Context: an optimization exercise on an open-source flow, tuned for small area, a short achievable clock period and few clock cycles per item. The choices shown serve that exercise and are no tape-out recipe. Only simulation tests tie the RTL to the original design; equivalence was not proved. Power and IR drop assume default switching activity.

==> trial 41 <==
==> flow/design.v <==
`timescale 1ns / 1ps
package fpp_pkg;
    localparam int AMP_W   = 16;
    localparam int FD_W    = AMP_W + 1;
    localparam int SD_W    = AMP_W + 2;
    localparam int U_W     = AMP_W + 3;
    localparam int POS_W   = 11;           
    localparam int COUNT_W = 5;
    localparam int SLOT_W  = 4;
    localparam int START_W   = 20;
    localparam int STEP_W    = 16;
    localparam int MAX_W     = 5;
    localparam int CFG_W     = 20;
    localparam int CFG_IDX_W = 2;
    localparam int FREQ_W    = 27;
    localparam logic [START_W-1:0] RST_FREQ_START  = START_W'(0);
    localparam logic [STEP_W-1:0]  RST_FREQ_STEP   = STEP_W'(16);
    localparam logic [MAX_W-1:0]   RST_MAX_FORMANT = MAX_W'(10);
    localparam logic [CFG_IDX_W-1:0] CFG_FREQ_START   = 2'd0;
    localparam logic [CFG_IDX_W-1:0] CFG_FREQ_STEP    = 2'd1;
    localparam logic [CFG_IDX_W-1:0] CFG_MAX_FORMANTS = 2'd2;
endpackage
`timescale 1ns / 1ps
import fpp_pkg::*;
module fpp_detect (
    input  logic             i_clk,
    input  logic             i_rst_n,
    input  logic             i_valid,
    input  logic [AMP_W-1:0] i_amplitude,
    input  logic             i_last_bin,
    output logic             o_valid,
    output logic             o_lt,         
    output logic             o_gt,         
    output logic             o_last_bin
);
    logic [AMP_W-1:0]       r_prev_amp;
    logic signed [FD_W-1:0] fd;
    assign fd = $signed({1'b0, i_amplitude}) - $signed({1'b0, r_prev_amp});
    always_ff @(posedge i_clk) begin
        if (i_valid) begin
            r_prev_amp <= i_amplitude;
        end
    end
    logic                   r_valid;
    logic signed [FD_W-1:0] r_fd;
    logic                   r_last;
    logic signed [FD_W-1:0] r_prev_fd;
    logic signed [U_W-1:0]  r_u;
    logic signed [U_W-1:0]  fd_w;
    always_ff @(posedge i_clk) begin
        if (!i_rst_n) begin
            r_valid <= 1'b0;
        end else begin
            r_valid <= i_valid;
        end
    end
    always_ff @(posedge i_clk) begin
        r_fd   <= fd;
        r_last <= i_last_bin;
    end
    assign fd_w = {{(U_W-FD_W){r_fd[FD_W-1]}}, r_fd};
    always_ff @(posedge i_clk) begin
        if (r_valid) begin
            r_prev_fd <= r_fd;
            r_u       <= (fd_w <<< 1) - {{(U_W-FD_W){r_prev_fd[FD_W-1]}}, r_prev_fd};
        end
    end
    assign o_valid    = r_valid;
    assign o_lt       = fd_w < r_u;
    assign o_gt       = !o_lt && (fd_w != r_u);
    assign o_last_bin = r_last;
endmodule
`timescale 1ns / 1ps
import fpp_pkg::*;
module formant_peak_picker (
    input  logic                 i_clk,
    input  logic                 i_rst_n,
    input  logic                 i_cfg_we,
    input  logic [CFG_IDX_W-1:0] i_cfg_index,
    input  logic [CFG_W-1:0]     i_cfg_data,
    input  logic                 i_in_valid,
    output logic                 o_in_stall,
    input  logic [AMP_W-1:0]     i_amplitude,
    input  logic                 i_last_bin,
    output logic                 o_out_valid,
    input  logic                 i_out_stall,
    output logic [FREQ_W-1:0]    o_formant_frequency,
    output logic [SLOT_W-1:0]    o_formant_slot,
    output logic                 o_overflow
);
    localparam int QN = 3;
    logic [START_W-1:0] r_freq_start;
    logic [STEP_W-1:0]  r_freq_step;
    logic [MAX_W-1:0]   r_limit;         
    always_ff @(posedge i_clk) begin
        if (!i_rst_n) begin
            r_freq_start <= RST_FREQ_START;
            r_freq_step  <= RST_FREQ_STEP;
            r_limit      <= RST_MAX_FORMANT;
        end else if (i_cfg_we) begin
            case (i_cfg_index)
                CFG_FREQ_START:   r_freq_start <= START_W'(i_cfg_data);
                CFG_FREQ_STEP:    r_freq_step  <= STEP_W'(i_cfg_data);
                CFG_MAX_FORMANTS: r_limit      <= (MAX_W'(i_cfg_data) > MAX_W'(16)) ?
                                                  MAX_W'(16) : MAX_W'(i_cfg_data);
                default: begin
                end
            endcase
        end
    end
    logic               r_stall;
    logic               in_accept;
    assign in_accept = i_in_valid && !r_stall;
    logic d_valid, d_lt, d_gt, d_last;
    fpp_detect u_detect (
        .i_clk       (i_clk),
        .i_rst_n     (i_rst_n),
        .i_valid     (in_accept),
        .i_amplitude (i_amplitude),
        .i_last_bin  (i_last_bin),
        .o_valid     (d_valid),
        .o_lt        (d_lt),
        .o_gt        (d_gt),
        .o_last_bin  (d_last)
    );
    logic [2:0]         r_q [QN];
    logic [QN-1:0]      r_qv;
    logic [QN-1:0]      qv_pop;
    logic [QN-1:0]      q_wr;
    logic               go;
    logic               pop;
    logic               r_out_valid;
    assign go     = !(r_out_valid && i_out_stall);
    assign pop    = go && r_qv[0];
    assign qv_pop = pop ? {1'b0, r_qv[QN-1:1]} : r_qv;
    assign q_wr   = {QN{d_valid}} & ~qv_pop & {qv_pop[QN-2:0], 1'b1};
    always_ff @(posedge i_clk) begin
        for (int i = 0; i < QN; i++) begin
            if (q_wr[i]) begin
                r_q[i] <= {d_lt, d_gt, d_last};
            end else if (pop && i < QN - 1) begin
                r_q[i] <= r_q[i+1];
            end
        end
    end
    always_ff @(posedge i_clk) begin
        if (!i_rst_n) begin
            r_qv    <= '0;
            r_stall <= 1'b0;
        end else begin
            r_qv    <= qv_pop | q_wr;
            r_stall <= qv_pop[2] || (qv_pop[1] && (in_accept || d_valid)) ||
                       (qv_pop[0] && in_accept && d_valid);
        end
    end
    logic [POS_W-1:0]   r_pos;
    logic               r_falling;
    logic [COUNT_W-1:0] r_count;
    logic [FREQ_W-1:0]  r_freq;
    logic [SLOT_W-1:0]  r_slot;
    logic               r_ovf;
    logic               h_lt, h_gt, h_last;
    logic               active, ge3, lt4, room, peak;
    assign {h_lt, h_gt, h_last} = r_q[0];
    assign active = !r_pos[POS_W-1];
    assign ge3    = r_pos >= POS_W'(3);
    assign lt4    = r_pos < POS_W'(4);
    assign room   = r_count < COUNT_W'(r_limit);
    assign peak   = active && ge3 && h_gt && r_falling;
    always_ff @(posedge i_clk) begin
        if (!i_rst_n) begin
            r_pos       <= '0;
            r_falling   <= 1'b0;
            r_count     <= '0;
            r_out_valid <= 1'b0;
        end else begin
            if (go) begin
                r_out_valid <= pop && peak;
            end
            if (pop) begin
                if (active) begin
                    r_pos <= r_pos + POS_W'(1);
                    if (ge3) begin
                        if (h_lt) begin
                            r_falling <= 1'b1;
                        end else if (h_gt) begin
                            r_falling <= 1'b0;
                        end
                    end
                    if (peak && room) begin
                        r_count <= r_count + COUNT_W'(1);
                    end
                end
                if (h_last) begin
                    r_pos     <= '0;
                    r_falling <= 1'b0;
                    r_count   <= '0;
                end
            end
        end
    end
    logic [STEP_W:0]          lo_sum;
    logic [FREQ_W-STEP_W-1:0] hi_inc;
    logic [FREQ_W-1:0]        freq_add;
    assign lo_sum   = {1'b0, r_freq[STEP_W-1:0]} + {1'b0, r_freq_step};
    assign hi_inc   = r_freq[FREQ_W-1:STEP_W] + 1'b1;
    assign freq_add = {lo_sum[STEP_W] ? hi_inc : r_freq[FREQ_W-1:STEP_W], lo_sum[STEP_W-1:0]};
    always_ff @(posedge i_clk) begin
        if (pop) begin
            if (!room) begin
                r_freq <= '0;
            end else if (lt4) begin
                r_freq <= FREQ_W'(r_freq_start);
            end else begin
                r_freq <= freq_add;
            end
            if (peak) begin
                r_slot <= room ? SLOT_W'(r_count) : '0;
                r_ovf  <= !room;
            end
        end
    end
    assign o_in_stall          = r_stall;
    assign o_out_valid         = r_out_valid;
    assign o_formant_frequency = r_freq;
    assign o_formant_slot      = r_slot;
    assign o_overflow          = r_ovf;
endmodule
==> flow/flow/run.sh <==
#!/bin/bash
# Standard layout (the standard.sh), with the port buffers made as buf_1
# cells. The make output goes to standard.log; each tool's log is under orfs/logs.
export BUFFER_PORTS_ARGS="-buffer_cell sky130_fd_sc_hd__buf_1"
bash standard.sh > standard.log 2>&1
==> flow/standard.sh <==
#!/bin/bash
# synth_recipe.tcl (not shown) runs the flow's synth.tcl, then flattens the netlist and writes it again
# the make line also repeats each setting of config.mk as NAME=value (left out here)
make -C /OpenROAD-flow-scripts/flow DESIGN_CONFIG=/design/flow/config.mk WORK_HOME=/design/flow/orfs CLKGATE_MAP_FILE= SYNTH_SCRIPT=/design/flow/synth_recipe.tcl "${@:-finish}"
==> flow/config.mk <==
export PLATFORM = sky130hd
export DESIGN_NAME = formant_peak_picker
export DESIGN_NICKNAME = formant_peak_picker
export VERILOG_FILES = /design/flow/design.v
export SDC_FILE = /design/flow/constraint.sdc
export NUM_CORES = 4
export LEC_CHECK = 0
export ABC_AREA = 1
export CAP_MARGIN = 20
export CORE_MARGIN = 2
export CORE_UTILIZATION = 75
export CTS_CLUSTER_DIAMETER = 80
export CTS_CLUSTER_SIZE = 30
export PLACE_DENSITY = 0.85
export SETUP_SLACK_MARGIN = 4.0
export SLEW_MARGIN = 20
==> flow/constraint.sdc <==
create_clock -name core_clock -period 6.5 [get_ports {i_clk}]
set_input_delay 1.3000 -clock core_clock [delete_from_list [all_inputs] [get_ports {i_clk}]]
set_output_delay 1.3000 -clock core_clock [all_outputs]
set_load 0.01 [all_outputs]
==> inputs of build 76, as changes to trial 41 <==
--- a/flow/design.v
+++ b/flow/design.v
@@ -68,5 +68,5 @@
     assign o_valid    = r_valid;
     assign o_lt       = fd_w < r_u;
-    assign o_gt       = !o_lt && (fd_w != r_u);
+    assign o_gt       = fd_w > r_u;
     assign o_last_bin = r_last;
 endmodule
==> flow/run.sh (new file) <==
#!/bin/bash
# synth_recipe.tcl (not shown) runs the flow's synth.tcl, then flattens the netlist and writes it again
# the make line also repeats each setting of config.mk as NAME=value (left out here)
make -C /OpenROAD-flow-scripts/flow DESIGN_CONFIG=/design/flow/config.mk WORK_HOME=/design/flow/orfs CLKGATE_MAP_FILE= SYNTH_SCRIPT=/design/flow/synth_recipe.tcl finish
CORE_UTILIZATION = 65   (was 75)
CTS_CLUSTER_DIAMETER = default   (was 80)
CTS_CLUSTER_SIZE = default   (was 30)
PLACE_DENSITY = 0.75   (was 0.85)
SETUP_SLACK_MARGIN = 4.25   (was 4.0)
removed: flow/flow/run.sh
removed: flow/standard.sh
==> results by group <==
Global routing
  • M2 GR Usage: 0.5612
  • Vias in the first global route: between 8000 and 9000

Yosys
  • Post-synthesis cell area: 0.009630 mm²

Layout
  • Register share of the cell area: 0.3645

Power
  • Seq pwr share: 0.426

Routing
  • Vias/cell: between 5 and 6

Floorplanning
  • Well tap count: 184

STA
  • Clock skew: 0.009672 ns
  • Hold slack: 0.4365 ns

Status
  • Outcome: finished clean
That was build 76.
==> results by group <==
Global routing
  • Grt met1 use: 0.4014
  • M2 GR Usage: 0.5596
  • Vias in the first global route: roughly 7800

STA
  • Hold slack: 0.4446 ns
  • Clock skew: 0.01032 ns

Power
  • Seq pwr share: 0.443

Status
  • Outcome: finished clean

Yosys
  • Post-synthesis cell area: around 0.0097 mm²
  • Yosys reg bits: 175

Layout
  • Register share of the cell area: 0.4089

Placement
  • RePlAce Congestion: between 0.9 and 1

Floorplanning
  • Well tap count: 172
That was trial 41.
Testbench counts of trial 41, summed over its fixed seeds: cycles 32,783, bins 32,768.
Testbench counts of build 76, summed over its fixed seeds: cycles 32,783, bins 32,768.

separate check: timing with driven ports:
The flow's constraints put no driver on any port. The routed layouts listed below were extracted and timed again, unchanged, in two steps.
Step 1 assumes that a clkbuf_16 drives the clock port and a buf_2 every other input.
Step 2, shift: input delay + t, output delay - t, t = (earliest + latest rising clock arrival at the registers) / 2. This alone moves slack from input paths to output paths.
a / b / c = no drivers / after step 1 / after step 2; a / b = the first two.
| run | t, ns | setup WS [ns] | worst setup path after step 2 | worst register clock-pin slew, ns | worst slew at a driven data input, ns |
|---|---|---|---|---|---|
| trial 41 | 0.470 | 4.067 / 4.085 / 3.616 | input to register | 0.07 / 0.07 | 0.06 |
| build 76 | 0.471 | 4.153 / 4.130 / 3.668 | input to register | 0.07 / 0.07 | 0.07 |
After both steps setup and hold are still met in every run listed. The setup slack of build 76, which loses most, moves by -0.023 ns with the drivers and by -0.485 ns with both steps.
